This is an optimization exercise on Yosys and OpenROAD, whose aim is small area, not a production implementation. In this exercise RTL edits were held to simulation tests only and were not proved equivalent to the original. No driver is modelled on the clock port, so clocking that relies on it looks cheaper here than on a real chip. Power is estimated from default activity; no workload was simulated.

<file path="design/flow/flow/run.sh">
#!/bin/bash
# The standard layout (standard.sh) with these changes:
#  - synthesis maps the logic with the ABC script flow/abc_area.script
#    (flow/synth.tcl is synth_recipe.tcl with only that change);
#  - the port buffers that global placement inserts are the smallest buffer;
#  - the clock tree is built by flow/manual_cts.tcl before ORFS's CTS step:
#    the flip-flops are split by location into 12 groups, each driven by a
#    clock buffer at its centre, all driven by one root buffer;
#  - constant outputs share one tie cell per value.
set -o pipefail
here=$(pwd)
# The standard flow's synthesis script must be the one we replace
head -1 synth_recipe.tcl | grep -q "proc synth" || exit 1
sed "s#SYNTH_SCRIPT=[^ ]*#SYNTH_SCRIPT=$here/flow/synth.tcl#" standard.sh > my_standard.sh
export MY_ABC_SCRIPT=$here/flow/abc_area.script
export BUFFER_PORTS_ARGS="-buffer_cell sky130_fd_sc_hd__buf_1"
export PRE_CTS_TCL=$here/flow/manual_cts.tcl
export CTS_ARGS="-sink_clustering_enable -repair_clock_nets -dont_use_dummy_load -buf_list {sky130_fd_sc_hd__clkbuf_4 sky130_fd_sc_hd__clkbuf_8}"
export SKIP_REPAIR_TIE_FANOUT=1
bash my_standard.sh > standard.log 2>&1
</file>
<file path="design/flow/flow/abc_area.script">
&get -n
&st
&deepsyn -T 30
&dch
&nf
&put
</file>
<file path="design/flow/config.mk">
export PLATFORM = sky130hd
export DESIGN_NAME = udp_loop_top
export DESIGN_NICKNAME = udp_loop_top
export VERILOG_FILES = /design/flow/design.v
export SDC_FILE = /design/flow/constraint.sdc
export NUM_CORES = 4
export LEC_CHECK = 0
export CAP_MARGIN = 20
export CORE_AREA = 60 60 180 180
export DIE_AREA = 0 0 240 240
export SLEW_MARGIN = 20
</file>
<file path="design/flow/flow/synth.tcl">
# The standard flow's synth_recipe.tcl, with ABC mapping the logic with the script in
# flow/abc_area.script (registers are mapped before ABC and are unchanged)
proc synth {args} { yosys synth -nofsm -noshare {*}$args }
proc abc {args} {
  set i [lsearch -exact $args -script]
  if { $i >= 0 } {
    set args [lreplace $args [expr {$i + 1}] [expr {$i + 1}] $::env(MY_ABC_SCRIPT)]
  }
  yosys abc {*}$args
}
source $::env(SCRIPTS_DIR)/synth.tcl
# left out here: clear keep_hierarchy, flatten, clean up, hide names made inside functions, write 1_2_yosys.v
</file>
<file path="design/flow/design.v">
package udp_pkg;
  localparam int WIDE_W         = 512;
  localparam int NARROW_W       = 256;
  localparam int WIDE_KEEP_W    = WIDE_W / 8;
  localparam int NARROW_KEEP_W  = NARROW_W / 8;
  localparam int BURST_W        = 8;
  localparam int ERR_W          = 16;
  localparam int PKT_SEQ_W      = 24;
  typedef struct packed {
    logic [NARROW_W-1:0]      data;
    logic [NARROW_KEEP_W-1:0] keep;
    logic                     last;
  } narrow_beat_t;
  localparam int NARROW_BEAT_W = NARROW_W + NARROW_KEEP_W + 1;
endpackage
`timescale 1ns/100ps
module udp_loop_top (
  input  logic                        clk,
  input  logic                        rst_n,
  input  logic                        burst_start,
  input  logic [udp_pkg::BURST_W-1:0] burst_len,
  output logic                        busy,
  output logic                        tx_valid,
  output udp_pkg::narrow_beat_t       tx_beat,
  input  logic                        tx_credit,
  input  logic                        rx_valid,
  input  udp_pkg::narrow_beat_t       rx_beat,
  output logic                        rx_credit,
  output logic [udp_pkg::BURST_W-1:0] pkt_count,
  output logic [udp_pkg::ERR_W-1:0]   err_count,
  output logic                        err_flag
);
  logic       gen_valid;
  logic [7:0] pkts_left;
  logic [1:0] g_beat;
  logic       g_send, g_ok;
  logic [2:0] f1;
  logic       dn_valid, dn_credit;
  logic       p1;
  assign g_ok   = !f1[2] && !(f1[1] && (f1[0] ? (gen_valid || dn_valid) : (gen_valid && dn_valid)));
  assign g_send = busy && g_ok;
  always_ff @(posedge clk) begin
    if (!busy) pkts_left <= burst_len;
    else if (g_send && (g_beat == 2'd2)) pkts_left <= pkts_left ^ pl_borrow[7:0];
  end
  logic [8:0] pl_borrow;                                
  always_comb begin
    pl_borrow[0] = 1'b1;
    for (int i = 0; i < 8; i++) pl_borrow[i+1] = pl_borrow[i] && !pkts_left[i];
  end
  always_ff @(posedge clk or negedge rst_n) begin
    if (!rst_n) begin
      busy      <= 1'b0;
      gen_valid <= 1'b0;
      g_beat    <= 2'd0;
    end else begin
      gen_valid <= g_send;
      if (!busy && burst_start && (burst_len != 8'd0)) begin
        busy      <= 1'b1;
      end
      if (g_send) begin
        if (g_beat == 2'd2) begin
          g_beat    <= 2'd0;
          if (pkts_left == 8'd1) busy <= 1'b0;
        end else begin
          g_beat <= g_beat + 1'b1;
        end
      end
    end
  end
  logic full;
  assign p1 = (f1 != 3'd0) && !(dn_valid || full || dn_credit);
  always_ff @(posedge clk or negedge rst_n) begin
    if (!rst_n) begin
      f1       <= 3'd0;
      dn_valid <= 1'b0;
    end else begin
      dn_valid <= p1;
      f1       <= f1 + gen_valid - p1;
    end
  end
  logic [2:0] n5;
  logic       nar_valid;
  logic       sd, fin, d_ok;
  logic [2:0] f2, c2;
  assign d_ok = !f2[2] && !(f2[1] && (f2[0] ? (nar_valid || tx_valid) : (nar_valid && tx_valid)));
  assign sd   = full && d_ok;
  assign fin  = n5[2] || n5[0];
  always_ff @(posedge clk or negedge rst_n) begin
    if (!rst_n) begin
      full      <= 1'b0;
      n5        <= 3'd0;
      nar_valid <= 1'b0;
      dn_credit <= 1'b0;
    end else begin
      nar_valid <= sd;
      dn_credit <= sd && fin;
      if (sd) begin
        n5 <= n5[2] ? 3'd0 : n5 + 1'b1;
        if (fin) full <= 1'b0;
      end
      if (dn_valid) full <= 1'b1;
    end
  end
  logic        p2;
  logic [23:0] t_seq;
  logic [2:0]  t_idx;
  assign p2 = (f2 != 3'd0) && (c2 != 3'd0);
  logic [24:0] t_carry;
  always_comb begin
    t_carry[0] = p2 && t_idx[2] && !t_idx[0];
    for (int i = 0; i < 24; i++) t_carry[i+1] = t_carry[i] && t_seq[i];
  end
  always_ff @(posedge clk or negedge rst_n) begin
    if (!rst_n) begin
      f2       <= 3'd0;
      c2       <= 3'd4;
      tx_valid <= 1'b0;
      t_seq    <= 24'd0;
      t_idx    <= 3'd7;
    end else begin
      tx_valid <= p2;
      c2       <= c2 - p2 + tx_credit;
      f2       <= f2 + nar_valid - p2;
      t_seq    <= t_seq ^ t_carry[23:0];
      if (p2) t_idx <= (t_idx == 3'd4) ? 3'd0 : t_idx + 1'b1;
    end
  end
  always_comb begin
    for (int j = 0; j < 8; j++) begin
      tx_beat.data[32*j +: 32] = {t_seq, 2'b00, t_idx, j[2:0]};
    end
    tx_beat.keep = '1;
    tx_beat.last = t_idx[2];
  end
  logic [23:0] a_seq;
  logic [1:0]  a_beat;
  logic        a_hl;                                    
  logic        a_lomm;                                  
  logic        z, b2;
  logic [28:0] e;                                       
  logic [31:0] col_any, col_mm;
  logic        keep_any, mm_nz, mm_z, dk_mm, a_mm, rl;
  assign b2 = (a_beat == 2'd2);
  assign z  = a_hl && b2;                               
  assign rl = rx_beat.last;
  assign e  = {a_seq, 2'b00, a_beat, a_hl};
  always_comb begin
    logic [7:0] col;
    for (int k = 0; k < 32; k++) begin
      for (int j = 0; j < 8; j++) col[j] = rx_beat.data[32*j + k];
      col_any[k] = |col;
      if (k >= 3) begin
        col_mm[k] = e[k-3] ? !(&col) : col_any[k];
      end else begin
        logic [3:0] c1, c0;
        int n1, n0;
        n1 = 0; n0 = 0;
        c1 = '0; c0 = '0;
        for (int j = 0; j < 8; j++) begin
          if (j[k]) begin c1[n1] = col[j]; n1++; end
          else      begin c0[n0] = col[j]; n0++; end
        end
        col_mm[k] = (|c0) || !(&c1);
      end
    end
  end
  assign keep_any = |rx_beat.keep;
  assign mm_nz    = (|col_mm) || !(&rx_beat.keep);
  assign mm_z     = (|col_any) || keep_any;
  assign dk_mm    = z ? mm_z : mm_nz;
  assign a_mm    = a_hl ? (a_lomm || dk_mm || (rl != b2)) : (dk_mm || !b2);
  logic [24:0] a_carry;
  always_comb begin
    a_carry[0] = rx_valid && (a_hl || rl) && b2;
    for (int i = 0; i < 24; i++) a_carry[i+1] = a_carry[i] && a_seq[i];
  end
  always_ff @(posedge clk or negedge rst_n) begin
    if (!rst_n) a_seq <= 24'd0;
    else        a_seq <= a_seq ^ a_carry[23:0];
  end
  always_ff @(posedge clk or negedge rst_n) begin
    if (!rst_n) begin
      a_beat <= 2'd0;
      a_hl   <= 1'b0;
    end else if (rx_valid) begin
      if (!a_hl && !rl) begin
        a_hl <= 1'b1;
      end else begin
        a_hl <= 1'b0;
        if (b2) begin
          a_beat <= 2'd0;
        end else begin
          a_beat <= a_beat + 1'b1;
        end
      end
    end
  end
  always_ff @(posedge clk) begin
    if (rx_valid && !a_hl) a_lomm <= dk_mm;
  end
  logic [2:0] wp, rp;
  logic [1:0] mem [4];
  logic [1:0] ub;
  logic       up_valid, up_credit, pr;
  logic       hl, pend;
  logic [1:0] wq;                                       
  logic       chk_valid;
  assign pr = (wp != rp) && !(up_valid || up_credit || pend);
  assign ub = mem[rp[1:0]];
  assign rx_credit = up_valid;
  always_ff @(posedge clk or negedge rst_n) begin
    if (!rst_n) begin
      wp       <= 3'd0;
      rp       <= 3'd0;
      up_valid <= 1'b0;
    end else begin
      up_valid <= pr;
      if (rx_valid) wp <= wp + 1'b1;
      if (up_valid) rp <= rp + 1'b1;
    end
  end
  always_ff @(posedge clk) begin
    if (rx_valid) mem[wp[1:0]] <= {rl, a_mm};
  end
  always_ff @(posedge clk or negedge rst_n) begin
    if (!rst_n) begin
      hl        <= 1'b0;
      pend      <= 1'b0;
      chk_valid <= 1'b0;
      up_credit <= 1'b0;
    end else begin
      chk_valid <= pend;
      up_credit <= pend || (up_valid && !hl && !ub[1]);
      pend      <= up_valid && (hl || ub[1]);
      if (up_valid) hl <= !hl && !ub[1];
    end
  end
  always_ff @(posedge clk) begin
    if (up_valid && (hl || ub[1])) wq <= ub;
  end
  logic [16:0] e_carry;
  logic [8:0]  p_carry;
  always_comb begin
    e_carry[0] = chk_valid && wq[0];
    for (int i = 0; i < 16; i++) e_carry[i+1] = e_carry[i] && err_count[i];
    p_carry[0] = chk_valid && wq[1];
    for (int i = 0; i < 8; i++) p_carry[i+1] = p_carry[i] && pkt_count[i];
  end
  always_ff @(posedge clk or negedge rst_n) begin
    if (!rst_n) begin
      pkt_count  <= '0;
      err_count  <= '0;
      err_flag   <= 1'b0;
    end else begin
      err_count  <= err_count ^ e_carry[15:0];
      pkt_count  <= pkt_count ^ p_carry[7:0];
      if (chk_valid && wq[0]) err_flag <= 1'b1;
    end
  end
endmodule
</file>
<file path="design/flow/constraint.sdc">
create_clock -name core_clock -period 10.0 [get_ports {clk}]
set_input_delay 2.0000 -clock core_clock [delete_from_list [all_inputs] [get_ports {clk}]]
set_output_delay 2.0000 -clock core_clock [all_outputs]
set_load 0.01 [all_outputs]
</file>
<file path="design/flow/standard.sh">
#!/bin/bash
# synth_recipe.tcl (not shown) runs the flow's synth.tcl, then flattens the netlist and writes it again
# the make line also repeats each setting of config.mk as NAME=value (left out here)
make -C /OpenROAD-flow-scripts/flow DESIGN_CONFIG=/design/flow/config.mk WORK_HOME=/design/flow/orfs CLKGATE_MAP_FILE= SYNTH_SCRIPT=/design/flow/synth_recipe.tcl "${@:-finish}"
</file>
<file path="design/flow/flow/manual_cts.tcl">
# Manual clock tree: split the clock sinks into N clusters by location
# (k-means) and drive each cluster from one clock buffer placed at its
# centre; the clock port drives only those N buffers.
proc manual_cts { ncl bufcell } {
  set block [ord::get_db_block]
  set dbu [$block getDbUnitsPerMicron]
  set pins {}
  set xs {}
  set ys {}
  foreach pin [get_pins -of_objects [get_nets clk]] {
    if { [get_property $pin direction] != "input" } { continue }
    set it [sta::sta_to_db_pin $pin]
    set inst [$it getInst]
    lassign [$inst getLocation] x y
    lappend pins $pin
    lappend xs [expr { double($x) / $dbu }]
    lappend ys [expr { double($y) / $dbu }]
  }
  set n [llength $pins]
  # initial centres: spread along the sorted x order
  set order [lsort -real -indices $xs]
  set cx {}
  set cy {}
  for { set c 0 } { $c < $ncl } { incr c } {
    set i [lindex $order [expr { int(($c + 0.5) * $n / $ncl) }]]
    lappend cx [lindex $xs $i]
    lappend cy [lindex $ys $i]
  }
  for { set iter 0 } { $iter < 50 } { incr iter } {
    set asg {}
    for { set i 0 } { $i < $n } { incr i } {
      set best 0
      set bd 1e30
      for { set c 0 } { $c < $ncl } { incr c } {
        set d [expr { abs([lindex $xs $i] - [lindex $cx $c]) + abs([lindex $ys $i] - [lindex $cy $c]) }]
        if { $d < $bd } { set bd $d; set best $c }
      }
      lappend asg $best
    }
    set ncx {}
    set ncy {}
    for { set c 0 } { $c < $ncl } { incr c } {
      set sx 0.0; set sy 0.0; set k 0
      for { set i 0 } { $i < $n } { incr i } {
        if { [lindex $asg $i] == $c } {
          set sx [expr { $sx + [lindex $xs $i] }]
          set sy [expr { $sy + [lindex $ys $i] }]
          incr k
        }
      }
      if { $k > 0 } {
        lappend ncx [expr { $sx / $k }]
        lappend ncy [expr { $sy / $k }]
      } else {
        lappend ncx [lindex $cx $c]
        lappend ncy [lindex $cy $c]
      }
    }
    set cx $ncx
    set cy $ncy
  }
  for { set c 0 } { $c < $ncl } { incr c } {
    set group {}
    for { set i 0 } { $i < $n } { incr i } {
      if { [lindex $asg $i] == $c } { lappend group [lindex $pins $i] }
    }
    if { [llength $group] == 0 } { continue }
    puts "manual_cts: buffer $c drives [llength $group] sinks at ([lindex $cx $c], [lindex $cy $c])"
    insert_buffer -buffer_cell $bufcell -net clk -load_pins $group \
      -location [list [lindex $cx $c] [lindex $cy $c]] \
      -buffer_name clkbuf_manual_$c -net_name clknet_manual_$c
  }
}

# a root buffer between the clock port and the leaf buffers
proc manual_root { bufcell } {
  set loads {}
  set sx 0.0; set sy 0.0
  foreach pin [get_pins -of_objects [get_nets clk]] {
    if { [get_property $pin direction] != "input" } { continue }
    lappend loads $pin
  }
  set block [ord::get_db_block]
  set dbu [$block getDbUnitsPerMicron]
  foreach pin $loads {
    lassign [[[sta::sta_to_db_pin $pin] getInst] getLocation] x y
    set sx [expr { $sx + double($x) / $dbu }]
    set sy [expr { $sy + double($y) / $dbu }]
  }
  set k [llength $loads]
  insert_buffer -buffer_cell $bufcell -net clk -load_pins $loads \
    -location [list [expr { $sx / $k }] [expr { $sy / $k }]] \
    -buffer_name clkbuf_manual_root -net_name clknet_manual_root
}

# Run as PRE_CTS_TCL inside ORFS's cts.tcl: 12 leaf buffers under one root.
# clock_tree_synthesis then finds the clock already buffered and adds none.
manual_cts 12 sky130_fd_sc_hd__clkbuf_8
manual_root sky130_fd_sc_hd__clkbuf_16
</file>
==> results of run 1 <==
==> final timing paths <==
| kind | endpoint | slack, ns | start | depth (start not counted) |
|---|---|---|---|---|
| setup / recovery | a_seq[23]$_DFF_PN0_ | 3.35 | rx_valid | 27 |
| hold / removal | up_valid$_DFF_PN0_ | 0.41 | up_credit$_DFF_PN0_ | 1 |
| setup reg to reg | t_seq[23]$_DFF_PN0_ | 4.50 | f2[1]$_DFF_PN0_ | 27 |
| hold reg to reg | up_valid$_DFF_PN0_ | 0.41 | up_credit$_DFF_PN0_ | 1 |
| max in group asynchronous | t_seq[23]$_DFF_PN0_ | 7.06 | rst_n | 2 |
| min in group asynchronous | a_hl$_DFFE_PN0P_ | 1.72 | rst_n | 1 |
==> synth_stat cells (all sizes together) (10+ instances only) <==
cell	n
a21oi	40
buf	262
clkinv	25
dfrtp	107
edfxtp	19
ha	89
nand2	13
nand4	85
nor2	23
nor4	87
o21ai	35
xor2	10
==> through the flow <==
stage          std cells  power, W  util, %  setup slack (ns)  cell area [um^2]
2_1_floorplan        871   0.00134        -              3.46              8790
3_3_place_gp        1336   0.00154     65.1              3.13              9110
3_5_place_dp        1336   0.00157     65.1              3.00              9110
4_1_cts             1349   0.00179     66.5              2.99              9300
5_1_grt             1390   0.00195     67.2              3.15              9400
6_report            1397   0.00179     67.3              3.35              9420
==> layer usage <==
metal	track usage [%]	wire [um]
met1	15.8	18900
met2	32.1	30600
met3	16.4	11500
met4	3.24	1330
met5	1.20	798
==> critical path, cell delays in order <==
cell and delay, ns:
buf_1 0.18, o21a_1 0.20, and2_0 0.15, ha_1 0.18, ha_1 0.17, ha_1 0.18, ha_1 0.18, ha_1 0.18
ha_1 0.19, ha_1 0.18, ha_1 0.19, ha_1 0.19, ha_1 0.18, ha_1 0.18, ha_1 0.18, ha_1 0.18
ha_1 0.18, ha_1 0.18, ha_1 0.18, ha_1 0.18, ha_1 0.19, ha_1 0.19, ha_1 0.19, ha_1 0.18
ha_1 0.18, ha_1 0.18, xor2_1 0.13
==> power by group through the flow <==
| stage | clock network (W) | registers, W | logic [W] |
|---|---|---|---|
| 2_1_floorplan | 0 | 0.000813 | 0.000531 |
| 3_3_place_gp | 0 | 0.000817 | 0.000726 |
| 3_5_place_dp | 0 | 0.000825 | 0.000740 |
| 4_1_cts | 0.000220 | 0.000827 | 0.000746 |
| 5_1_grt | 0.000308 | 0.000838 | 0.000807 |
| 6_report | 0.000276 | 0.000814 | 0.000703 |
==> layout make-up, clock buffers not listed <==
type                            instances  share of cell area (%)
Sequential cell                       130                    35.6
Antenna cell                           48                    1.28
Multi-Input combinational cell        454                    35.8
Inverter                               25                   0.996
Tap cell                              180                    2.39
Timing Repair Buffer                  547                    21.9
==> flip-flops by register name, indices dropped and copies added (netlist names), 2 cells and up <==
name,flops
a_seq,24
c2,3
wq,2
f2,3
mem,8
t_seq,24
wp,3
f1,3
pkts_left,8
n5,3
pkt_count,8
t_idx,3
rp,3
a_beat,2
err_count,16
g_beat,2
==> cells by family after synthesis <==
| group | count (synthesis) |
|---|---|
| adder cells (fa/ha/maj) | 92 |
| other | 2 |
| XOR/XNOR | 18 |
| AO/OA/AOI/OAI | 89 |
| multiplexers | 3 |
| flip-flops | 130 |
| buffers and inverters | 287 |
| AND/OR/NAND/NOR | 250 |
==> impl_metrics.json, run 1 <==
{
  "grt.total_usage_pct": 18.5,
  "synth_nets": 1265,
  "relSlewSlack_pct": 52.1,
  "first_global_vias": 7809,
  "synthCells": 871,
  "fill_cells": 1231,
  "synth-xor-area-share_pct": 1.79,
  "vias": 8099,
  "final_cell_mix": "buf_1, dfrtp_1, ha_1",
  "setup_tns_ns": 0,
  "finalWeightedCongestion": 0.915,
  "status": "complete, no violations",
  "cp-start-kind": "input port",
  "p_per_area_nw_per_um2": 190,
  "syn_area_um2": 8790,
  "dp_hpwl_um": 59600,
  "critPathCaptureType": "flop",
  "dieArea_um2": 57600,
  "ios": 619,
  "finalCritPeriodShare_pct": 66.5,
  "totalWireLength_um": 63100,
  "synth_fa_ha_area_share_pct": 13.4,
  "synth-simple-area-share_pct": 17.1,
  "multiInputGateArea_um2": 3380,
  "fin_nets": 1565,
  "die_width_um": 240,
  "max-vdd-ir-drop_mv": 0.116,
  "drive_gt1_share_pct": 1.80,
  "p_leak_nw": 3.80,
  "seq_area_um2": 3350,
  "grt_pass1_wl_um": 79000,
  "via_per_inst": 5.80,
  "drv_slew": 0,
  "rows": 43,
  "tightest_slew_ns": 0.713,
  "avgSynthCellArea_um2": 10.1,
  "post_cts_buffers": 0,
  "final_antenna_net_count": 0,
  "clk_pin_slew_ns": 0.07,
  "combPwrFrac_pct": 39.2,
  "cts-resized-gates": 0,
  "min_period_ns": 6.65,
  "drtPass1Iterations": 5,
  "async_reset_ff_share_pct": 85.4,
  "portBuffers": 546,
  "final_common_cell": "buf_1",
  "synth-main-ff-cell": "dfrtp_1",
  "cp_data_required_time_ns": 10.22,
  "ys_ff_latch": 130,
  "skew_ns": 0.0324,
  "grt_setup_unrepaired": "false",
  "grt_max_degree": 59,
  "cts_hold_buf": 0,
  "start_util_pct": 62.8,
  "maxCapViolCount": 0,
  "synth-compound-area-share_pct": 5.47,
  "muxShareOfSynthArea_pct": 0.641,
  "synth_top_area_cell": "dfrtp_1",
  "p_switching_w": 0.000733,
  "synth_edf_count": 19,
  "seq_power_share_pct": 45.4,
  "switching_share_pct": 40.8,
  "antenna_found_initial": 104,
  "routedWlPerCell_um": 45.2,
  "hp-class": "flop to flop",
  "clockPowerShare_pct": 15.4,
  "die_h_um": 240,
  "yosysUniqueCellTypes": 41,
  "worstSetupPathType": "input port to flop",
  "fmax_mhz": 150,
  "clk-insertion-delay-late_ns": 0.35,
  "finalHoldViolCount": 0,
  "p_int_w": 0.00106,
  "worstPathMaxFanout": 10,
  "grt_overflow": 0,
  "synth_top_family_by_area": "buffers and inverters",
  "yosys.area.top_type_share_pct": 30.5,
  "hold_ws_ns": 0.405,
  "drc_errors": 0,
  "ys_warn_count": 1,
  "synth_area_leaders": "dfrtp_1, buf_4, ha_1",
  "seq_area_frac_synth_pct": 38.1,
  "drt-initial-drc-count": 553,
  "setup_viol": 0,
  "syn2layout_area_growth_pct": 7.16,
  "cp_data_arrival_time_ns": 6.86,
  "coreArea_um2": 14000
}
==> run 2: changes to the inputs <==
--- a/design/flow/design.v
+++ b/design/flow/design.v
@@ -35,12 +35,14 @@
   logic [1:0] g_beat;
   logic       g_send, g_ok;
   logic [2:0] f1;
-  logic       dn_valid, dn_credit;
+  logic       dn_valid;
   logic       p1;
   assign g_ok   = !f1[2] && !(f1[1] && (f1[0] ? (gen_valid || dn_valid) : (gen_valid && dn_valid)));
   assign g_send = busy && g_ok;
-  always_ff @(posedge clk) begin
-    if (!busy) pkts_left <= burst_len;
+  assign busy = (pkts_left != 8'd0);
+  always_ff @(posedge clk or negedge rst_n) begin
+    if (!rst_n) pkts_left <= 8'd0;
+    else if (!busy && burst_start) pkts_left <= burst_len;
     else if (g_send && (g_beat == 2'd2)) pkts_left <= pkts_left ^ pl_borrow[7:0];
   end
   logic [8:0] pl_borrow;                                
@@ -50,18 +52,13 @@
   end
   always_ff @(posedge clk or negedge rst_n) begin
     if (!rst_n) begin
-      busy      <= 1'b0;
       gen_valid <= 1'b0;
       g_beat    <= 2'd0;
     end else begin
       gen_valid <= g_send;
-      if (!busy && burst_start && (burst_len != 8'd0)) begin
-        busy      <= 1'b1;
-      end
       if (g_send) begin
         if (g_beat == 2'd2) begin
           g_beat    <= 2'd0;
-          if (pkts_left == 8'd1) busy <= 1'b0;
         end else begin
           g_beat <= g_beat + 1'b1;
         end
@@ -69,7 +66,7 @@
     end
   end
   logic full;
-  assign p1 = (f1 != 3'd0) && !(dn_valid || full || dn_credit);
+  assign p1 = (f1 != 3'd0) && !(dn_valid || full || nar_valid);
   always_ff @(posedge clk or negedge rst_n) begin
     if (!rst_n) begin
       f1       <= 3'd0;
@@ -91,10 +88,8 @@
       full      <= 1'b0;
       n5        <= 3'd0;
       nar_valid <= 1'b0;
-      dn_credit <= 1'b0;
     end else begin
       nar_valid <= sd;
-      dn_credit <= sd && fin;
       if (sd) begin
         n5 <= n5[2] ? 3'd0 : n5 + 1'b1;
         if (fin) full <= 1'b0;
@@ -199,38 +194,40 @@
   always_ff @(posedge clk) begin
     if (rx_valid && !a_hl) a_lomm <= dk_mm;
   end
-  logic [2:0] wp, rp;
-  logic [1:0] mem [4];
+  logic [1:0] q [4];
+  logic [2:0] n;                                        
+  logic [2:0] wpos;
   logic [1:0] ub;
   logic       up_valid, up_credit, pr;
   logic       hl, pend;
   logic [1:0] wq;                                       
   logic       chk_valid;
-  assign pr = (wp != rp) && !(up_valid || up_credit || pend);
-  assign ub = mem[rp[1:0]];
+  assign pr   = (n != 3'd0) && !(up_valid || up_credit || pend);
+  assign ub   = q[0];
+  assign wpos = n - up_valid;
   assign rx_credit = up_valid;
   always_ff @(posedge clk or negedge rst_n) begin
     if (!rst_n) begin
-      wp       <= 3'd0;
-      rp       <= 3'd0;
+      n        <= 3'd0;
       up_valid <= 1'b0;
     end else begin
       up_valid <= pr;
-      if (rx_valid) wp <= wp + 1'b1;
-      if (up_valid) rp <= rp + 1'b1;
+      n        <= n + rx_valid - up_valid;
     end
   end
   always_ff @(posedge clk) begin
-    if (rx_valid) mem[wp[1:0]] <= {rl, a_mm};
-  end
+    for (int i = 0; i < 4; i++) begin
+      if (rx_valid && (wpos == i)) q[i] <= {rl, a_mm};
+      else if (up_valid) q[i] <= (i < 3) ? q[i+1] : q[i];
+    end
+  end
+  assign chk_valid = up_credit && !hl;
   always_ff @(posedge clk or negedge rst_n) begin
     if (!rst_n) begin
       hl        <= 1'b0;
       pend      <= 1'b0;
-      chk_valid <= 1'b0;
       up_credit <= 1'b0;
     end else begin
-      chk_valid <= pend;
       up_credit <= pend || (up_valid && !hl && !ub[1]);
       pend      <= up_valid && (hl || ub[1]);
       if (up_valid) hl <= !hl && !ub[1];
==> run 2 against run 1 <==
  * Maximum frequency up 0.34%
  * Sequential cell count decreased by 6
  * Largest cell class unchanged
  * Die area unchanged
  * Sequential power down 3.2%
  * Critical endpoint unchanged
  * Synthesized cell count grew 0.11%
  * Wire length increased by 1.9%
  * Global-route usage rose by 0.29 points
==> impl_metrics.json, run 2 <==
{
  "vias": 8126,
  "grt_overflow": 0,
  "synth_area_leaders": "dfrtp_1, buf_4, ha_1",
  "skew_ns": 0.0332,
  "yosysUniqueCellTypes": 44,
  "syn2layout_area_growth_pct": 7.00,
  "drc_errors": 0,
  "synth_top_area_cell": "dfrtp_1",
  "totalWireLength_um": 64300,
  "final_antenna_net_count": 0,
  "cts_hold_buf": 0,
  "syn_area_um2": 8670,
  "ios": 619,
  "async_reset_ff_share_pct": 91.1,
  "final_core_util_pct": 66.3,
  "final_cell_mix": "buf_1, dfrtp_1, ha_1",
  "cp_data_required_time_ns": 10.26,
  "r2r_setup_slack_ns": 4.55,
  "yosys.area.top_type_share_pct": 31.5,
  "grt_setup_unrepaired": "false",
  "tightest_slew_ns": 0.887,
  "dieArea_um2": 57600,
  "synthCells": 872,
  "cp_data_arrival_time_ns": 6.88,
  "post_cts_buffers": 0,
  "setup_viol": 0,
  "grt_pass1_wl_um": 80300,
  "worstSetupPathType": "input port to flop",
  "min_period_ns": 6.62,
  "critPathCaptureType": "flop",
  "fmax_mhz": 151,
  "die_width_um": 240,
  "status": "complete, no violations",
  "max-vdd-ir-drop_mv": 0.153,
  "cp-start-kind": "input port",
  "p_per_area_nw_per_um2": 196,
  "grt.total_usage_pct": 18.8,
  "routedWlPerCell_um": 46.3,
  "rows": 43,
  "clk_pin_slew_ns": 0.09,
  "synth_common_cells": "buf_4, dfrtp_1, ha_1",
  "ys_warn_count": 2,
  "drive_gt1_share_pct": 1.62,
  "cts-resized-gates": 0,
  "reg.largest.list": "a_seq: 24 flops, t_seq: 24 flops, err_count: 16 flops",
  "synth.most_common_cell": "buf_4",
  "via_per_inst": 5.85,
  "fill_cells": 1253,
  "avgSynthCellArea_um2": 9.95,
  "maxCapViolCount": 0,
  "synth-main-ff-cell": "dfrtp_1",
  "coreArea_um2": 14000,
  "drt-initial-drc-count": 485,
  "antenna_found_initial": 88,
  "final_common_cell": "buf_1",
  "dp_hpwl_um": 60500,
  "p_leak_nw": 3.77,
  "relSlewSlack_pct": 40.9,
  "drtPass1Iterations": 4,
  "setup_tns_ns": 0,
  "hp-class": "flop to flop",
  "finalWeightedCongestion": 0.853,
  "synth_nets": 1265,
  "clk-insertion-delay-late_ns": 0.36,
  "finalHoldViolCount": 0,
  "die_h_um": 240,
  "synth_edf_count": 11,
  "power_w": 0.00182,
  "fin_nets": 1565,
  "drv_slew": 0,
  "worstPathMaxFanout": 6,
  "seq_area_frac_synth_pct": 36.5,
  "ys_ff_latch": 124,
  "start_util_pct": 62.0,
  "grt_max_degree": 68,
  "first_global_vias": 7578,
  "portBuffers": 546,
  "finalCritPeriodShare_pct": 66.2
}
==> run 2: area by class of cell, clock buffers not listed <==
| cell class | instances | area (um^2) | area share [%] |
|---|---|---|---|
| multi-input combinational | 455 | 3430 | 36.9 |
| sequential | 124 | 3160 | 34.1 |
| timing repair buffer | 547 | 2060 | 22.2 |
| tap | 180 | 225 | 2.43 |
| inverter | 31 | 116 | 1.25 |
| antenna | 39 | 97.6 | 1.05 |
==> run 2: cells by family (layout without fill, tap and decap cells) <==
logic type	after synthesis	count (layout)	share of synthesized area, %
xor gates and xnor gates	12	12	1.21
adders and majority gates	91	91	13.5
AOI/OAI and AO/OA	84	84	5.90
and+or+nand+nor	259	259	17.9
DFF	124	124	36.5
buffers and inverters	293	591	24.0
other	2	41	0.0866
muxes	7	7	0.909
==> run 2: routing by layer <==
layer / GRT usage [%] / vias up / routed length, um
li1: - / 3594 / -
met4: 3.76 / 94 / 1370
met5: 0 / - / 555
met2: 33.3 / 487 / 32100
met3: 15.5 / 168 / 11000
met1: 16.0 / 3783 / 19300
==> run 2: critical path, stage by stage <==
cell	delay, ns
buf_1	0.14
o21a_1	0.27
nand2_1	0.11
nor2_1	0.05
ha_1	0.20
ha_1	0.18
ha_1	0.18
ha_1	0.18
ha_1	0.18
ha_1	0.17
ha_1	0.17
ha_1	0.17
ha_1	0.17
ha_1	0.19
ha_1	0.19
ha_1	0.19
ha_1	0.18
ha_1	0.18
ha_1	0.19
ha_1	0.18
ha_1	0.18
ha_1	0.18
ha_1	0.18
ha_1	0.18
ha_1	0.18
ha_1	0.18
ha_1	0.18
xor2_1	0.14
==> run 2: metrics by stage <==
step | hold WS [ns] | area [um^2] | setup slack (ns) | instances
6_report | 0.441 | 9280 | 3.38 | 1389
5_1_grt | 0.465 | 9270 | 3.17 | 1386
4_1_cts | 0.432 | 9180 | 3.01 | 1350
3_5_place_dp | 0.432 | 8990 | 3.01 | 1337
3_3_place_gp | 0.420 | 8990 | 3.09 | 1337
2_1_floorplan | 0.400 | 8670 | 3.48 | 872
==> run 2: worst paths after layout <==
kind	startpoint	cells past startpoint	endpoint
max in group asynchronous	rst_n	2	n5[2]$_DFFE_PN0P_
min reg2reg	q[0][0]$_DFFE_PP_	0	wq[0]$_DFFE_PP_
max reg2reg	f2[1]$_DFF_PN0_	27	t_seq[23]$_DFF_PN0_
min	q[0][0]$_DFFE_PP_	0	wq[0]$_DFFE_PP_
min in group asynchronous	rst_n	1	full$_DFFE_PN0P_
max	rx_beat[0]	28	a_seq[23]$_DFF_PN0_
==> run 2: power by group <==
group,internal (W),switching (W)
registers,0.000660,0.000128
clock network,0.000125,0.000152
logic,0.000271,0.000482
total,0.00106,0.000762
==> run 3: changes to the inputs <==
--- a/design/flow/design.v
+++ b/design/flow/design.v
@@ -30,25 +30,31 @@
   output logic [udp_pkg::ERR_W-1:0]   err_count,
   output logic                        err_flag
 );
+  function automatic logic [2:0] jc_step(input logic [2:0] q, input logic up, input logic dn);
+    if (up && !dn)      jc_step = {q[1:0], !q[2]};
+    else if (dn && !up) jc_step = {!q[0], q[2:1]};
+    else                jc_step = q;
+  endfunction
   logic       gen_valid;
-  logic [7:0] pkts_left;
+  logic [7:0] pkts_nleft;
   logic [1:0] g_beat;
   logic       g_send, g_ok;
   logic [2:0] f1;
   logic       dn_valid;
   logic       p1;
-  assign g_ok   = !f1[2] && !(f1[1] && (f1[0] ? (gen_valid || dn_valid) : (gen_valid && dn_valid)));
+  assign g_ok   = !((f1[2] && !f1[0]) || (f1[2] && f1[1] && (gen_valid || dn_valid)) ||
+                    (f1[1] && gen_valid && dn_valid));
   assign g_send = busy && g_ok;
-  assign busy = (pkts_left != 8'd0);
-  always_ff @(posedge clk or negedge rst_n) begin
-    if (!rst_n) pkts_left <= 8'd0;
-    else if (!busy && burst_start) pkts_left <= burst_len;
-    else if (g_send && (g_beat == 2'd2)) pkts_left <= pkts_left ^ pl_borrow[7:0];
-  end
-  logic [8:0] pl_borrow;                                
-  always_comb begin
-    pl_borrow[0] = 1'b1;
-    for (int i = 0; i < 8; i++) pl_borrow[i+1] = pl_borrow[i] && !pkts_left[i];
+  assign busy = (pkts_nleft != 8'hff);
+  logic [8:0] pl_carry;                                 
+  always_comb begin
+    pl_carry[0] = g_send && (g_beat == 2'd2);
+    for (int i = 0; i < 8; i++) pl_carry[i+1] = pl_carry[i] && pkts_nleft[i];
+  end
+  always_ff @(posedge clk or negedge rst_n) begin
+    if (!rst_n) pkts_nleft <= 8'hff;
+    else if (!busy && burst_start) pkts_nleft <= ~burst_len;
+    else pkts_nleft <= pkts_nleft ^ pl_carry[7:0];
   end
   always_ff @(posedge clk or negedge rst_n) begin
     if (!rst_n) begin
@@ -66,23 +72,24 @@
     end
   end
   logic full;
-  assign p1 = (f1 != 3'd0) && !(dn_valid || full || nar_valid);
+  assign p1 = (f1[0] || f1[2]) && !(dn_valid || full || nar_valid);
   always_ff @(posedge clk or negedge rst_n) begin
     if (!rst_n) begin
       f1       <= 3'd0;
       dn_valid <= 1'b0;
     end else begin
       dn_valid <= p1;
-      f1       <= f1 + gen_valid - p1;
+      f1       <= jc_step(f1, gen_valid, p1);
     end
   end
   logic [2:0] n5;
   logic       nar_valid;
   logic       sd, fin, d_ok;
   logic [2:0] f2, c2;
-  assign d_ok = !f2[2] && !(f2[1] && (f2[0] ? (nar_valid || tx_valid) : (nar_valid && tx_valid)));
+  assign d_ok = !((f2[2] && !f2[0]) || (f2[2] && f2[1] && (nar_valid || tx_valid)) ||
+                  (f2[1] && nar_valid && tx_valid));
   assign sd   = full && d_ok;
-  assign fin  = n5[2] || n5[0];
+  assign fin  = n5[2] || (n5[0] && !n5[1]);
   always_ff @(posedge clk or negedge rst_n) begin
     if (!rst_n) begin
       full      <= 1'b0;
@@ -91,7 +98,7 @@
     end else begin
       nar_valid <= sd;
       if (sd) begin
-        n5 <= n5[2] ? 3'd0 : n5 + 1'b1;
+        n5 <= {n5[1] && n5[0], n5[0], !n5[2]};
         if (fin) full <= 1'b0;
       end
       if (dn_valid) full <= 1'b1;
@@ -100,7 +107,7 @@
   logic        p2;
   logic [23:0] t_seq;
   logic [2:0]  t_idx;
-  assign p2 = (f2 != 3'd0) && (c2 != 3'd0);
+  assign p2 = (f2[0] || f2[2]) && (c2[0] || c2[2]);
   logic [24:0] t_carry;
   always_comb begin
     t_carry[0] = p2 && t_idx[2] && !t_idx[0];
@@ -109,14 +116,14 @@
   always_ff @(posedge clk or negedge rst_n) begin
     if (!rst_n) begin
       f2       <= 3'd0;
-      c2       <= 3'd4;
+      c2       <= 3'b110;
       tx_valid <= 1'b0;
       t_seq    <= 24'd0;
       t_idx    <= 3'd7;
     end else begin
       tx_valid <= p2;
-      c2       <= c2 - p2 + tx_credit;
-      f2       <= f2 + nar_valid - p2;
+      c2       <= jc_step(c2, tx_credit, p2);
+      f2       <= jc_step(f2, nar_valid, p2);
       t_seq    <= t_seq ^ t_carry[23:0];
       if (p2) t_idx <= (t_idx == 3'd4) ? 3'd0 : t_idx + 1'b1;
     end
@@ -196,15 +203,15 @@
   end
   logic [1:0] q [4];
   logic [2:0] n;                                        
-  logic [2:0] wpos;
+  logic [4:0] at;                                       
   logic [1:0] ub;
   logic       up_valid, up_credit, pr;
   logic       hl, pend;
   logic [1:0] wq;                                       
   logic       chk_valid;
-  assign pr   = (n != 3'd0) && !(up_valid || up_credit || pend);
+  assign pr   = (n[0] || n[2]) && !(up_valid || up_credit || pend);
   assign ub   = q[0];
-  assign wpos = n - up_valid;
+  assign at   = {n[2] && !n[0], n[2] && n[0], n[1] && !n[2], n[0] && !n[1], !n[0] && !n[2]};
   assign rx_credit = up_valid;
   always_ff @(posedge clk or negedge rst_n) begin
     if (!rst_n) begin
@@ -212,12 +219,12 @@
       up_valid <= 1'b0;
     end else begin
       up_valid <= pr;
-      n        <= n + rx_valid - up_valid;
+      n        <= jc_step(n, rx_valid, up_valid);
     end
   end
   always_ff @(posedge clk) begin
     for (int i = 0; i < 4; i++) begin
-      if (rx_valid && (wpos == i)) q[i] <= {rl, a_mm};
+      if (rx_valid && (up_valid ? at[i+1] : at[i])) q[i] <= {rl, a_mm};
       else if (up_valid) q[i] <= (i < 3) ? q[i+1] : q[i];
     end
   end
==> design/flow/flow/abc_area.script (replaced) <==
&get -n
&st
&deepsyn -J 100 -T 300
&dch
&nf
&put
--- a/design/flow/config.mk
+++ b/design/flow/config.mk
@@ -6,6 +6,6 @@
 export NUM_CORES = 4
 export LEC_CHECK = 0
 export CAP_MARGIN = 20
-export CORE_AREA = 60 60 180 180
+export CORE_AREA = 65 65 175 175
 export DIE_AREA = 0 0 240 240
 export SLEW_MARGIN = 20
==> run 3 against run 2 <==
  * Clock power is 3% lower
  * Global-route usage grew 1.0 points
  * Final cell count decreased by 3.0%
  * Worst setup slack worse by 0.11 ns
  * Area after synthesis down 1.6%
  * Register-to-register slack lost 0.36 ns
  * Sequential power decreased by 0.9%
  * Utilization up 10 points
  * Design area decreased by 1.9%
  * Sequential cell count unchanged
  * Critical endpoint unchanged
  * Highest routed layer unchanged
==> impl_metrics.json, run 3 <==
{
  "async_reset_ff_share_pct": 91.1,
  "status": "complete, no violations",
  "hold_start": "q[0][0]$_DFFE_PP_",
  "synth_edf_count": 11,
  "synth_area_leaders": "dfrtp_1, buf_4, ha_1",
  "r2r_setup_slack_ns": 4.19,
  "worstSetupPathType": "input port to flop",
  "r2r-start": "f2[2]$_DFFE_PN0P_",
  "drv_slew": 0,
  "place_area_um2": 8810,
  "synth-main-ff-cell": "dfrtp_1",
  "dieArea_um2": 57600,
  "ys_ff_latch": 124,
  "syn2layout_area_growth_pct": 6.66,
  "r2r-end": "t_seq[23]$_DFF_PN0_",
  "finalHoldViolCount": 0,
  "hp-class": "flop to flop",
  "start_util_pct": 71.6,
  "post_cts_buffers": 0,
  "max-vdd-ir-drop_mv": 0.135,
  "fin_nets": 1545,
  "antenna_found_initial": 100,
  "maxCapViolCount": 0,
  "fmax_mhz": 149,
  "setup_viol": 0,
  "reg.largest.list": "a_seq: 24 flops, t_seq: 24 flops, err_count: 16 flops",
  "die_h_um": 240,
  "routed.top_layer": "met5",
  "yosysUniqueCellTypes": 43,
  "muxShareOfSynthArea_pct": 0.909,
  "avgSynthCellArea_um2": 9.90,
  "final_antenna_net_count": 0,
  "whs_endpoint": "wq[0]$_DFFE_PP_",
  "synth.most_common_cell": "buf_4",
  "synth_top_area_cell": "dfrtp_1",
  "die_width_um": 240,
  "synth-simple-area-share_pct": 18.0,
  "cp_data_required_time_ns": 10.22,
  "clk-insertion-delay-late_ns": 0.35,
  "grt_pass1_wl_um": 84400,
  "wl_met1_um": 19100,
  "grt_overflow": 0,
  "critPathCaptureType": "flop",
  "routedWlPerCell_um": 50.2,
  "yosys.area.top_type_share_pct": 29.3,
  "syn_area_um2": 8530,
  "worstPathMaxFanout": 6,
  "relSlewSlack_pct": 52.3,
  "via_per_inst": 6.28,
  "ys_warn_count": 2,
  "drc_errors": 0,
  "worst_slack_ns": 3.27,
  "hold_depth": 0,
  "vias": 8464,
  "portBuffers": 546,
  "synth_nets": 1245,
  "synth_common_cells": "buf_4, dfrtp_1, nand4_1",
  "synth-compound-area-share_pct": 7.54,
  "drtPass1Iterations": 5,
  "synth_fa_ha_area_share_pct": 11.9,
  "totalWireLength_um": 67600,
  "dp_slack_ns": 2.88,
  "tightest_slew_ns": 0.716,
  "min_period_ns": 6.73,
  "p_per_area_nw_per_um2": 196,
  "drt-initial-drc-count": 648,
  "first_global_vias": 8024,
  "wl_met3_um": 12200,
  "drive_gt1_share_pct": 2.41,
  "grt_setup_unrepaired": "false",
  "clk_pin_slew_ns": 0.07,
  "seq_area_frac_synth_pct": 37.2,
  "grt_max_degree": 63,
  "setup_tns_ns": 0,
  "finalWeightedCongestion": 0.894,
  "p_leak_nw": 3.75,
  "cp-start-kind": "input port",
  "grt.total_usage_pct": 19.8,
  "rows": 40,
  "reg2regPathDepth": 27,
  "synth-xor-area-share_pct": 0.616,
  "final_area_um2": 9100,
  "cts-resized-gates": 0,
  "wl_met2_um": 33900,
  "final_common_cell": "buf_1",
  "coreArea_um2": 11900,
  "finalCritPeriodShare_pct": 67.3,
  "ios": 619,
  "synthCells": 862,
  "final_cell_mix": "buf_1, dfrtp_1, nand4_1",
  "skew_ns": 0.0271,
  "synth_top_family_by_area": "buffers and inverters",
  "dp_hpwl_um": 63700,
  "cts_hold_buf": 0,
  "cp_data_arrival_time_ns": 6.95
}
==> run 3: kinds of logic (layout without fill, tap and decap cells) <==
family,Yosys count,count (layout)
AOI/OAI and AO/OA,105,105
xor gates and xnor gates,6,6
adders and majority gates,81,81
buffers and inverters,279,577
DFF,124,124
muxes,7,7
other,2,42
and+or+nand+nor,258,258
==> run 3: layout make-up, clock buffers not listed <==
type	count	area, um^2
antenna	40	100
fill	930	2810
inverter	17	63.8
multi-input combinational	459	3330
sequential	124	3170
tap	147	184
timing repair buffer	547	2060
==> run 3: per-layer routing <==
layer / up-vias / track usage [%]
met2: 621 / 35.7
met5: - / 0
met4: 122 / 3.40
met1: 3890 / 15.9
li1: 3609 / -
met3: 222 / 17.3
==> run 3: power by group <==
group	switching (W)	internal, W	total, W
Sequential	0.000124	0.000657	0.000781
Clock	0.000145	0.000125	0.000270
Combinational	0.000480	0.000249	0.000729
Total	0.000750	0.00103	0.00178
==> run 3: stage by stage <==
step | total power (W) | utilization, % | hold slack, ns | instances
2_1_floorplan | 0.00131 | - | 0.400 | 862
3_3_place_gp | 0.00152 | 74.0 | 0.402 | 1294
3_5_place_dp | 0.00155 | 74.0 | 0.415 | 1294
4_1_cts | 0.00177 | 75.6 | 0.420 | 1307
5_1_grt | 0.00192 | 76.3 | 0.456 | 1341
6_report | 0.00178 | 76.4 | 0.432 | 1347
==> run 3: worst max-delay path by stage <==
| stage | start | end | slack [ns] | cells after the start |
|---|---|---|---|---|
| floorplan | rx_beat[0] | a_seq[23]$_DFF_PN0_ | 3.44 | 26 |
| global placement | rx_beat[0] | a_seq[23]$_DFF_PN0_ | 3.14 | 27 |
| detailed placement | rx_valid | a_seq[23]$_DFF_PN0_ | 2.88 | 27 |
| CTS | rx_valid | a_seq[23]$_DFF_PN0_ | 2.90 | 27 |
| global route | rx_beat[0] | a_seq[23]$_DFF_PN0_ | 3.07 | 27 |
| finish | rx_beat[0] | a_seq[23]$_DFF_PN0_ | 3.27 | 27 |
==> run 3: worst max-delay path: stages <==
cell and delay, ns:
buf_1 0.16, o21a_1 0.27, and2_0 0.18, ha_1 0.18
ha_1 0.18, ha_1 0.18, ha_1 0.18, ha_1 0.18
ha_1 0.18, ha_1 0.18, ha_1 0.19, ha_1 0.19
ha_1 0.18, ha_1 0.18, ha_1 0.18, ha_1 0.19
ha_1 0.19, ha_1 0.18, ha_1 0.18, ha_1 0.18
ha_1 0.18, ha_1 0.19, ha_1 0.19, ha_1 0.18
ha_1 0.18, ha_1 0.18, xor2_1 0.14
==> run 4: changes to the inputs <==
==> design/flow/flow/abc_area.script (replaced) <==
&get -n
&st
&deepsyn -T 30
&dch
&nf
&put
--- a/design/flow/config.mk
+++ b/design/flow/config.mk
@@ -6,6 +6,6 @@
 export NUM_CORES = 4
 export LEC_CHECK = 0
 export CAP_MARGIN = 20
-export CORE_AREA = 65 65 175 175
+export CORE_AREA = 60 60 180 180
 export DIE_AREA = 0 0 240 240
 export SLEW_MARGIN = 20
==> run 4 against run 3 <==
  * Wire length down 7.0%
  * Area after synthesis unchanged
  * Design area up 0.74%
  * Register-to-register slack better by 0.03 ns
  * Maximum frequency up 2.0%
  * Worst setup slack better by 0.13 ns
  * Still clean
  * Largest power group unchanged
  * Sequential power about the same
  * Combinational power down 3.7%
  * Via count down 2.4%
  * Global-route usage down 1.5 points
==> impl_metrics.json, run 4 <==
{
  "async_reset_ff_share_pct": 91.1,
  "cp_data_required_time_ns": 10.23,
  "avgSynthCellArea_um2": 9.90,
  "drc_errors": 0,
  "maxCapViolCount": 0,
  "r2r-start": "f2[2]$_DFFE_PN0P_",
  "fmax_mhz": 152,
  "totalWireLength_um": 62900,
  "p_switching_w": 0.000730,
  "coreArea_um2": 14000,
  "max_stage_delay_ns": 0.25,
  "grt_max_degree": 87,
  "clk_pin_slew_ns": 0.07,
  "fin_nets": 1545,
  "die_width_um": 240,
  "synthCells": 862,
  "muxShareOfSynthArea_pct": 0.909,
  "grt_overflow": 0,
  "r2r-end": "t_seq[23]$_DFF_PN0_",
  "slowest_stage": "o21a_1",
  "dp_hpwl_um": 59400,
  "setup_tns_ns": 0,
  "r2r_setup_slack_ns": 4.22,
  "finalCritPeriodShare_pct": 66.0,
  "p_per_area_nw_per_um2": 192,
  "skew_ns": 0.0347,
  "vias": 8264,
  "critical_path_buf_inv_count": 1,
  "hold_depth": 0,
  "yosys.area.top_type_share_pct": 29.3,
  "max-vdd-ir-drop_mv": 0.101,
  "clk-insertion-delay-late_ns": 0.37,
  "ys_ff_latch": 124,
  "setup_viol": 0,
  "final_cell_mix": "buf_1, dfrtp_1, nand4_1",
  "grt_setup_unrepaired": "false",
  "finalHoldViolCount": 0,
  "dieArea_um2": 57600,
  "final_common_cell": "buf_1",
  "finalWeightedCongestion": 0.855,
  "rows": 43,
  "via_per_inst": 5.95,
  "synth_edf_count": 11,
  "synth_fa_ha_area_share_pct": 11.9,
  "p_int_w": 0.00103,
  "drive_gt1_share_pct": 2.41,
  "crit_cells": 27,
  "post_cts_buffers": 0,
  "die_h_um": 240,
  "relSlewSlack_pct": 47.9,
  "portBuffers": 546,
  "synth-simple-area-share_pct": 18.0,
  "crit_start": "rx_beat[0]",
  "cp-start-kind": "input port",
  "grt.total_usage_pct": 18.3,
  "drv_slew": 0,
  "syn_area_um2": 8530,
  "drtPass1Iterations": 6,
  "synth_area_leaders": "dfrtp_1, buf_4, ha_1",
  "reg2regPathDepth": 27,
  "combPwrFrac_pct": 39.9,
  "switching_share_pct": 41.5,
  "status": "complete, no violations",
  "final_antenna_net_count": 0,
  "drt-initial-drc-count": 657,
  "synth-compound-area-share_pct": 7.54,
  "synth_common_cells": "buf_4, dfrtp_1, nand4_1",
  "p_leak_nw": 3.75,
  "cp_data_arrival_time_ns": 6.83,
  "cp-endpoint": "a_seq[23]$_DFF_PN0_",
  "cp_common_cell": "ha_1",
  "grt_pass1_wl_um": 78700,
  "worstSetupPathType": "input port to flop",
  "final_core_util_pct": 65.5,
  "tightest_slew_ns": 0.775,
  "routedWlPerCell_um": 45.3,
  "first_global_vias": 7426,
  "antenna_found_initial": 109,
  "start_util_pct": 61.0,
  "synth_top_area_cell": "dfrtp_1",
  "synth_nets": 1245,
  "cts-resized-gates": 0,
  "synth-xor-area-share_pct": 0.616,
  "yosysUniqueCellTypes": 43,
  "seq_area_frac_synth_pct": 37.2,
  "syn2layout_area_growth_pct": 7.45,
  "ios": 619,
  "hp-class": "flop to flop",
  "reg.largest.list": "a_seq: 24 flops, t_seq: 24 flops, err_count: 16 flops",
  "synth.most_common_cell": "buf_4",
  "crit_family": "adder cells",
  "synth_top_family_by_area": "buffers and inverters",
  "cts_hold_buf": 0,
  "synth-main-ff-cell": "dfrtp_1",
  "clockPowerShare_pct": 15.9,
  "seq_power_share_pct": 44.3,
  "min_period_ns": 6.60,
  "critPathCaptureType": "flop",
  "worstPathMaxFanout": 6,
  "ys_warn_count": 2
}
run 4: power by group through the flow:
stage | clock network (W) | logic (W) | registers, W
3_5_place_dp | 0 | 0.000734 | 0.000790
6_report | 0.000279 | 0.000702 | 0.000779
5_1_grt | 0.000306 | 0.000788 | 0.000801
3_3_place_gp | 0 | 0.000726 | 0.000786
4_1_cts | 0.000216 | 0.000736 | 0.000790
2_1_floorplan | 0 | 0.000532 | 0.000777
run 4: per-layer routing:
| metal | up-vias | part of all wire, % | global-route usage (%) |
|---|---|---|---|
| met5 | - | 1.2 | 0 |
| li1 | 3637 | - | - |
| met3 | 182 | 19 | 17.5 |
| met4 | 118 | 2.1 | 2.97 |
| met1 | 3817 | 30 | 15.3 |
| met2 | 510 | 48 | 31.5 |
run 4: logic make-up after synthesis:
kind of cell | count (synthesis)
compound gates | 105
fa+ha+maj | 81
flops | 124
buf+inv | 279
simple gates | 258
xor+xnor | 6
mux | 7
other cells | 2
run 4: area by class of cell, clock buffers not listed:
class | count | area (um^2)
repair buffers | 547 | 2060
multi-input cells | 459 | 3330
flip-flops and latches | 124 | 3170
diodes | 49 | 123
well taps | 180 | 225
inverters | 17 | 63.8
fillers | 1251 | 4820
run 4: how the worst min path moves through the flow:
stage / startpoint / end / slack (ns)
floorplan: q[0][0]$_DFFE_PP_ / wq[0]$_DFFE_PP_ / 0.40
global placement: q[0][0]$_DFFE_PP_ / wq[0]$_DFFE_PP_ / 0.40
detailed placement: q[0][0]$_DFFE_PP_ / wq[0]$_DFFE_PP_ / 0.42
CTS: q[0][0]$_DFFE_PP_ / wq[0]$_DFFE_PP_ / 0.42
global route: q[0][0]$_DFFE_PP_ / wq[0]$_DFFE_PP_ / 0.44
finish: q[0][0]$_DFFE_PP_ / wq[0]$_DFFE_PP_ / 0.43
run 4: metrics by stage:
| stage | cells | total power (W) | worst slack, ns | instance area, um^2 | hold slack (ns) |
|---|---|---|---|---|---|
| finish | 1389 | 0.00176 | 3.40 | 9170 | 0.434 |
| global placement | 1327 | 0.00151 | 3.14 | 8850 | 0.402 |
| floorplan | 862 | 0.00131 | 3.44 | 8530 | 0.400 |
| detailed placement | 1327 | 0.00152 | 3.00 | 8850 | 0.418 |
| CTS | 1340 | 0.00174 | 3.02 | 9040 | 0.418 |
| global route | 1383 | 0.00190 | 3.11 | 9150 | 0.442 |
==> run 5: changes to the inputs <==
--- a/design/flow/flow/run.sh
+++ b/design/flow/flow/run.sh
@@ -4,7 +4,7 @@
 #    (flow/synth.tcl is synth_recipe.tcl with only that change);
 #  - the port buffers that global placement inserts are the smallest buffer;
 #  - the clock tree is built by flow/manual_cts.tcl before ORFS's CTS step:
-#    the flip-flops are split by location into 12 groups, each driven by a
+#    the flip-flops are split by location into 8 groups, each driven by a
 #    clock buffer at its centre, all driven by one root buffer;
 #  - constant outputs share one tie cell per value.
 set -o pipefail
==> design/flow/flow/abc_area.script (replaced) <==
&get -n
&st
&deepsyn -J 100 -T 300
&dch
&nf
&put
--- a/design/flow/flow/manual_cts.tcl
+++ b/design/flow/flow/manual_cts.tcl
@@ -93,7 +93,7 @@
     -buffer_name clkbuf_manual_root -net_name clknet_manual_root
 }
 
-# Run as PRE_CTS_TCL inside ORFS's cts.tcl: 12 leaf buffers under one root.
+# Run as PRE_CTS_TCL inside ORFS's cts.tcl: 8 leaf buffers under one root.
 # clock_tree_synthesis then finds the clock already buffered and adds none.
-manual_cts 12 sky130_fd_sc_hd__clkbuf_8
+manual_cts 8 sky130_fd_sc_hd__clkbuf_8
 manual_root sky130_fd_sc_hd__clkbuf_16
--- a/design/flow/config.mk
+++ b/design/flow/config.mk
@@ -6,6 +6,6 @@
 export NUM_CORES = 4
 export LEC_CHECK = 0
 export CAP_MARGIN = 20
-export CORE_AREA = 60 60 180 180
+export CORE_AREA = 65 65 175 175
 export DIE_AREA = 0 0 240 240
 export SLEW_MARGIN = 20
==> run 5 against run 4 <==
  * Still clean
  * Total power decreased by 0.74%
  * Maximum frequency shrank 2.2%
  * Synthesized cell count is the same
  * Worst setup slack lost 0.15 ns
  * Register-to-register slack got worse by 0.06 ns
  * Largest power group unchanged
==> impl_metrics.json, run 5 <==
{
  "synth_edf_count": 11,
  "setup_viol": 0,
  "cts_hold_buf": 0,
  "cp_data_arrival_time_ns": 6.98,
  "dp_hpwl_um": 63700,
  "drtPass1Iterations": 5,
  "drt-initial-drc-count": 638,
  "drv_slew": 0,
  "start_util_pct": 71.6,
  "ys_warn_count": 2,
  "avgSynthCellArea_um2": 9.90,
  "yosys.area.top_type_share_pct": 29.3,
  "post_cts_buffers": 0,
  "synth_top_area_cell": "dfrtp_1",
  "relSlewSlack_pct": 51.4,
  "fmax_mhz": 148,
  "grt_setup_unrepaired": "false",
  "cts-resized-gates": 0,
  "totalWireLength_um": 67600,
  "p_leak_nw": 3.72,
  "vias": 8438,
  "via_per_inst": 6.29,
  "syn_area_um2": 8530,
  "syn2layout_area_growth_pct": 5.98,
  "finalCritPeriodShare_pct": 67.5,
  "min_period_ns": 6.75,
  "synth_common_cells": "buf_4, dfrtp_1, nand4_1",
  "portBuffers": 546,
  "grt_max_degree": 63,
  "seq_area_frac_synth_pct": 37.2,
  "cp-start-kind": "input port",
  "maxCapViolCount": 0,
  "hp-class": "flop to flop",
  "synthCells": 862,
  "final_common_cell": "buf_1",
  "die_width_um": 240,
  "reg.largest.list": "a_seq: 24 flops, t_seq: 24 flops, err_count: 16 flops",
  "dp_slack_ns": 2.88,
  "p_per_area_nw_per_um2": 193,
  "grt_overflow": 0,
  "finalWeightedCongestion": 0.894,
  "setup_tns_ns": 0,
  "drive_gt1_share_pct": 2.08,
  "skew_ns": 0.0312,
  "first_global_vias": 7958,
  "synth-main-ff-cell": "dfrtp_1",
  "routedWlPerCell_um": 50.3,
  "dieArea_um2": 57600,
  "die_h_um": 240,
  "fin_nets": 1541,
  "worstPathMaxFanout": 6,
  "grt_pass1_wl_um": 84400,
  "synth_nets": 1245,
  "coreArea_um2": 11900,
  "final_cell_mix": "buf_1, dfrtp_1, nand4_1",
  "max-vdd-ir-drop_mv": 0.138,
  "async_reset_ff_share_pct": 91.1,
  "ys_ff_latch": 124,
  "clk-insertion-delay-late_ns": 0.34,
  "finalHoldViolCount": 0,
  "hold_depth": 0,
  "synth.most_common_cell": "buf_4",
  "status": "complete, no violations",
  "cp_data_required_time_ns": 10.23,
  "clk_pin_slew_ns": 0.11,
  "reg2regPathDepth": 27,
  "antenna_found_initial": 93,
  "synth_area_leaders": "dfrtp_1, buf_4, ha_1",
  "rows": 40,
  "worstSetupPathType": "input port to flop",
  "tightest_slew_ns": 0.730,
  "ios": 619,
  "drc_errors": 0,
  "critPathCaptureType": "flop",
  "yosysUniqueCellTypes": 43,
  "worst_slack_ns": 3.25,
  "grt.total_usage_pct": 19.8,
  "final_antenna_net_count": 0
}
==> run 5: metal layers <==
layer / wire, um / vias to the layer above / track usage, %
met5: 686 / - / 0
met3: 12200 / 205 / 16.4
met4: 1280 / 110 / 3.00
li1: - / 3602 / -
met1: 19200 / 3908 / 16.4
met2: 34200 / 613 / 35.9
==> run 5: through the flow <==
stage	instance area (um^2)	instances	util [%]	total power [W]	hold WS [ns]
after floorplan	8530	862	-	0.00131	0.400
after global placement	8810	1294	74.0	0.00152	0.402
after detailed placement	8810	1294	74.0	0.00155	0.415
after CTS	8950	1303	75.1	0.00173	0.415
after global routing	9030	1337	75.8	0.00188	0.463
final	9040	1342	75.9	0.00175	0.447
==> run 5: kinds of logic after synthesis <==
group           Yosys count  share of synthesized area (%)
other cells               2                         0.0880
flops                   124                           37.2
mux                       7                          0.909
simple gates            258                           18.0
buf+inv                 279                           23.8
fa+ha+maj                81                           11.9
compound gates          105                           7.54
xor+xnor                  6                          0.616
==> run 5: path summary, 6_finish.rpt <==
check	startpoint	to	slack [ns]
hold reg to reg	q[0][0]$_DFFE_PP_	wq[0]$_DFFE_PP_	0.45
max in group asynchronous	rst_n	t_seq[0]$_DFF_PN0_	7.08
min in group asynchronous	rst_n	err_count[14]$_DFF_PN0_	1.70
setup / recovery	rx_beat[0]	a_seq[23]$_DFF_PN0_	3.25
setup reg to reg	f2[2]$_DFFE_PN0P_	t_seq[23]$_DFF_PN0_	4.16
hold / removal	q[0][0]$_DFFE_PP_	wq[0]$_DFFE_PP_	0.45
==> run 5: final cells by class, clock buffers not listed <==
cell class / instances / area, um^2
inverters: 17 / 63.8
well taps: 147 / 184
fillers: 951 / 2870
diodes: 39 / 97.6
multi-input cells: 459 / 3330
flip-flops and latches: 124 / 3170
repair buffers: 547 / 2060
==> run 5: worst max-delay path, stage by stage <==
cell,delay (ns)
buf_1,0.16
o21a_1,0.27
and2_0,0.18
ha_1,0.18
ha_1,0.18
ha_1,0.18
ha_1,0.18
ha_1,0.18
ha_1,0.18
ha_1,0.18
ha_1,0.18
ha_1,0.19
ha_1,0.18
ha_1,0.18
ha_1,0.18
ha_1,0.19
ha_1,0.19
ha_1,0.19
ha_1,0.19
ha_1,0.19
ha_1,0.18
ha_1,0.19
ha_1,0.19
ha_1,0.18
ha_1,0.18
ha_1,0.18
xor2_1,0.14
==> run 5: power by group <==
part           internal [W]  leakage, nW  switching [W]
logic              0.000249         2.10       0.000486
clock network     0.0000907       0.0701       0.000139
registers          0.000656         1.55       0.000124
total              0.000996         3.72       0.000750
==> run 6: changes to the inputs <==
--- a/design/flow/flow/run.sh
+++ b/design/flow/flow/run.sh
@@ -4,7 +4,7 @@
 #    (flow/synth.tcl is synth_recipe.tcl with only that change);
 #  - the port buffers that global placement inserts are the smallest buffer;
 #  - the clock tree is built by flow/manual_cts.tcl before ORFS's CTS step:
-#    the flip-flops are split by location into 8 groups, each driven by a
+#    the flip-flops are split by location into 10 groups, each driven by a
 #    clock buffer at its centre, all driven by one root buffer;
 #  - constant outputs share one tie cell per value.
 set -o pipefail
--- a/design/flow/flow/manual_cts.tcl
+++ b/design/flow/flow/manual_cts.tcl
@@ -93,7 +93,7 @@
     -buffer_name clkbuf_manual_root -net_name clknet_manual_root
 }
 
-# Run as PRE_CTS_TCL inside ORFS's cts.tcl: 8 leaf buffers under one root.
+# Run as PRE_CTS_TCL inside ORFS's cts.tcl: 10 leaf buffers under one root.
 # clock_tree_synthesis then finds the clock already buffered and adds none.
-manual_cts 8 sky130_fd_sc_hd__clkbuf_8
+manual_cts 10 sky130_fd_sc_hd__clkbuf_8
 manual_root sky130_fd_sc_hd__clkbuf_16
==> run 6 against run 5 <==
  * Worst setup slack improved by 0.030 ns
  * First-iteration DRC count rose by 19%
  * Utilization rose by 0.23 points
  * Sequential share of layout area fell by 0.11 points
  * Largest cell class unchanged
  * Highest routed layer unchanged
==> impl_metrics.json, run 6 <==
{
  "status": "complete, no violations",
  "final_cell_mix": "buf_1, dfrtp_1, nand4_1",
  "ios": 619,
  "synth_edf_count": 11,
  "crit_cells": 27,
  "final_area_um2": 9070,
  "synth_nets": 1245,
  "finalHoldViolCount": 0,
  "use_met3_pct": 16.6,
  "maxCapViolCount": 0,
  "muxShareOfSynthArea_pct": 0.909,
  "synth-compound-area-share_pct": 7.54,
  "yosysUniqueCellTypes": 43,
  "worstSetupPathType": "input port to flop",
  "synthCells": 862,
  "routedWlPerCell_um": 50.1,
  "p_leak_nw": 3.74,
  "ys_ff_latch": 124,
  "drt-initial-drc-count": 760,
  "cts-resized-gates": 0,
  "slowest_stage": "o21a_1",
  "layout.cells.non_filler": 1344,
  "syn2layout_area_growth_pct": 6.30,
  "cp_data_required_time_ns": 10.23,
  "tightest_slew_ns": 0.727,
  "rows": 40,
  "grt_pass1_wl_um": 84100,
  "finalCritPeriodShare_pct": 67.2,
  "synth-simple-area-share_pct": 18.0,
  "fmax_mhz": 149,
  "r2r-end": "t_seq[23]$_DFF_PN0_",
  "hp-class": "flop to flop",
  "relSlewSlack_pct": 51.5,
  "portBuffers": 546,
  "async_reset_ff_share_pct": 91.1,
  "synth_fa_ha_area_share_pct": 11.9,
  "fin_nets": 1543,
  "drive_gt1_share_pct": 2.25,
  "dpl.cell_count": 1294,
  "drtPass1Iterations": 7,
  "via_per_inst": 6.29,
  "totalWireLength_um": 67300,
  "coreArea_um2": 11900,
  "grt_setup_unrepaired": "false",
  "critical_path_buf_inv_count": 1,
  "hold_depth": 0,
  "grt_busiest_layer": "met2",
  "finalWeightedCongestion": 0.894,
  "cp_data_arrival_time_ns": 6.95,
  "post_cts_buffers": 0,
  "max_stage_delay_ns": 0.27,
  "die_width_um": 240,
  "syn_area_um2": 8530,
  "clk-insertion-delay-late_ns": 0.34,
  "worstPathMaxFanout": 6,
  "cts_hold_buf": 0,
  "seq_area_frac_synth_pct": 37.2,
  "power_w": 0.00176,
  "met1_usage_pct": 16.3,
  "final_core_util_pct": 76.2,
  "setup_viol": 0,
  "die_h_um": 240,
  "r2r-start": "f2[2]$_DFFE_PN0P_",
  "whs_endpoint": "wq[0]$_DFFE_PP_",
  "r2r_setup_slack_ns": 4.18,
  "p_per_area_nw_per_um2": 194,
  "drc_errors": 0,
  "reg.largest.list": "a_seq: 24 flops, t_seq: 24 flops, err_count: 16 flops",
  "grt_overflow": 0,
  "synth_top_area_cell": "dfrtp_1",
  "final_common_cell": "buf_1",
  "place_area_um2": 8810,
  "setup_tns_ns": 0,
  "dp_hpwl_um": 63700,
  "final_antenna_net_count": 0,
  "clk_pin_slew_ns": 0.08,
  "yosys.area.top_type_share_pct": 29.3,
  "avgSynthCellArea_um2": 9.90,
  "min_period_ns": 6.72,
  "fill_cells": 950,
  "synth.most_common_cell": "buf_4",
  "synth_area_leaders": "dfrtp_1, buf_4, ha_1",
  "critPathCaptureType": "flop",
  "synth_common_cells": "buf_4, dfrtp_1, nand4_1",
  "vias": 8459,
  "drv_slew": 0,
  "dieArea_um2": 57600,
  "antenna_found_initial": 94,
  "crit_family": "adder cells",
  "synth-main-ff-cell": "dfrtp_1",
  "ys_warn_count": 2,
  "first_global_vias": 7908,
  "grt_util_met2_pct": 35.6,
  "cp_common_cell": "ha_1",
  "reg2regPathDepth": 27,
  "start_util_pct": 71.6,
  "grt_max_degree": 63,
  "skew_ns": 0.0149,
  "cp-start-kind": "input port",
  "hold_start": "q[0][0]$_DFFE_PP_",
  "synth_top_family_by_area": "buffers and inverters",
  "grt.total_usage_pct": 19.7,
  "max-vdd-ir-drop_mv": 0.137,
  "synth-xor-area-share_pct": 0.616
}
==> run 6: cell counts after synthesis <==
No cell type changed its count.
==> run 6: how the worst max path moves through the flow <==
stage / start / end / slack, ns
after CTS: rx_valid / a_seq[23]$_DFF_PN0_ / 2.90
after floorplan: rx_beat[0] / a_seq[23]$_DFF_PN0_ / 3.44
after detailed placement: rx_valid / a_seq[23]$_DFF_PN0_ / 2.88
final: rx_beat[0] / a_seq[23]$_DFF_PN0_ / 3.28
after global routing: rx_beat[0] / a_seq[23]$_DFF_PN0_ / 3.08
after global placement: rx_beat[0] / a_seq[23]$_DFF_PN0_ / 3.14
==> run 6: layout make-up, clock buffers not listed <==
cell class	count	area, um^2	share of cell area (%)
multi-input cells	459	3330	36.7
well taps	147	184	2.03
inverters	17	63.8	0.703
flip-flops and latches	124	3170	35.0
diodes	39	97.6	1.08
repair buffers	547	2060	22.7
==> run 6: through the flow <==
stage	hold WS [ns]	setup WS, ns
2_1_floorplan	0.400	3.44
3_3_place_gp	0.402	3.14
3_5_place_dp	0.415	2.88
4_1_cts	0.415	2.90
5_1_grt	0.463	3.08
6_report	0.437	3.28
==> run 6: layer usage <==
metal	vias to the layer above	wire length, um
li1	3601	-
met1	3935	19300
met2	601	33900
met3	208	12000
met4	114	1380
met5	-	737
==> run 6: logic make-up after synthesis <==
family,after synthesis
AND/OR/NAND/NOR,258
multiplexers,7
XOR/XNOR,6
buffers and inverters,279
AO/OA/AOI/OAI,105
adder cells (fa/ha/maj),81
flip-flops,124
other,2
==> run 6: where the power goes <==
part           total, W  internal [W]  switching, W
registers      0.000779      0.000657      0.000122
clock network  0.000254      0.000108      0.000146
logic          0.000727      0.000249      0.000478
total           0.00176       0.00101      0.000746

Check on run 6: ideal ports give 3.281 ns setup slack; a clkbuf_16 on the clock port and buf_2 on the inputs give 3.267 ns; moving port delays by the midpoint clock arrival (0.392 ns) as well gives 2.876 ns.
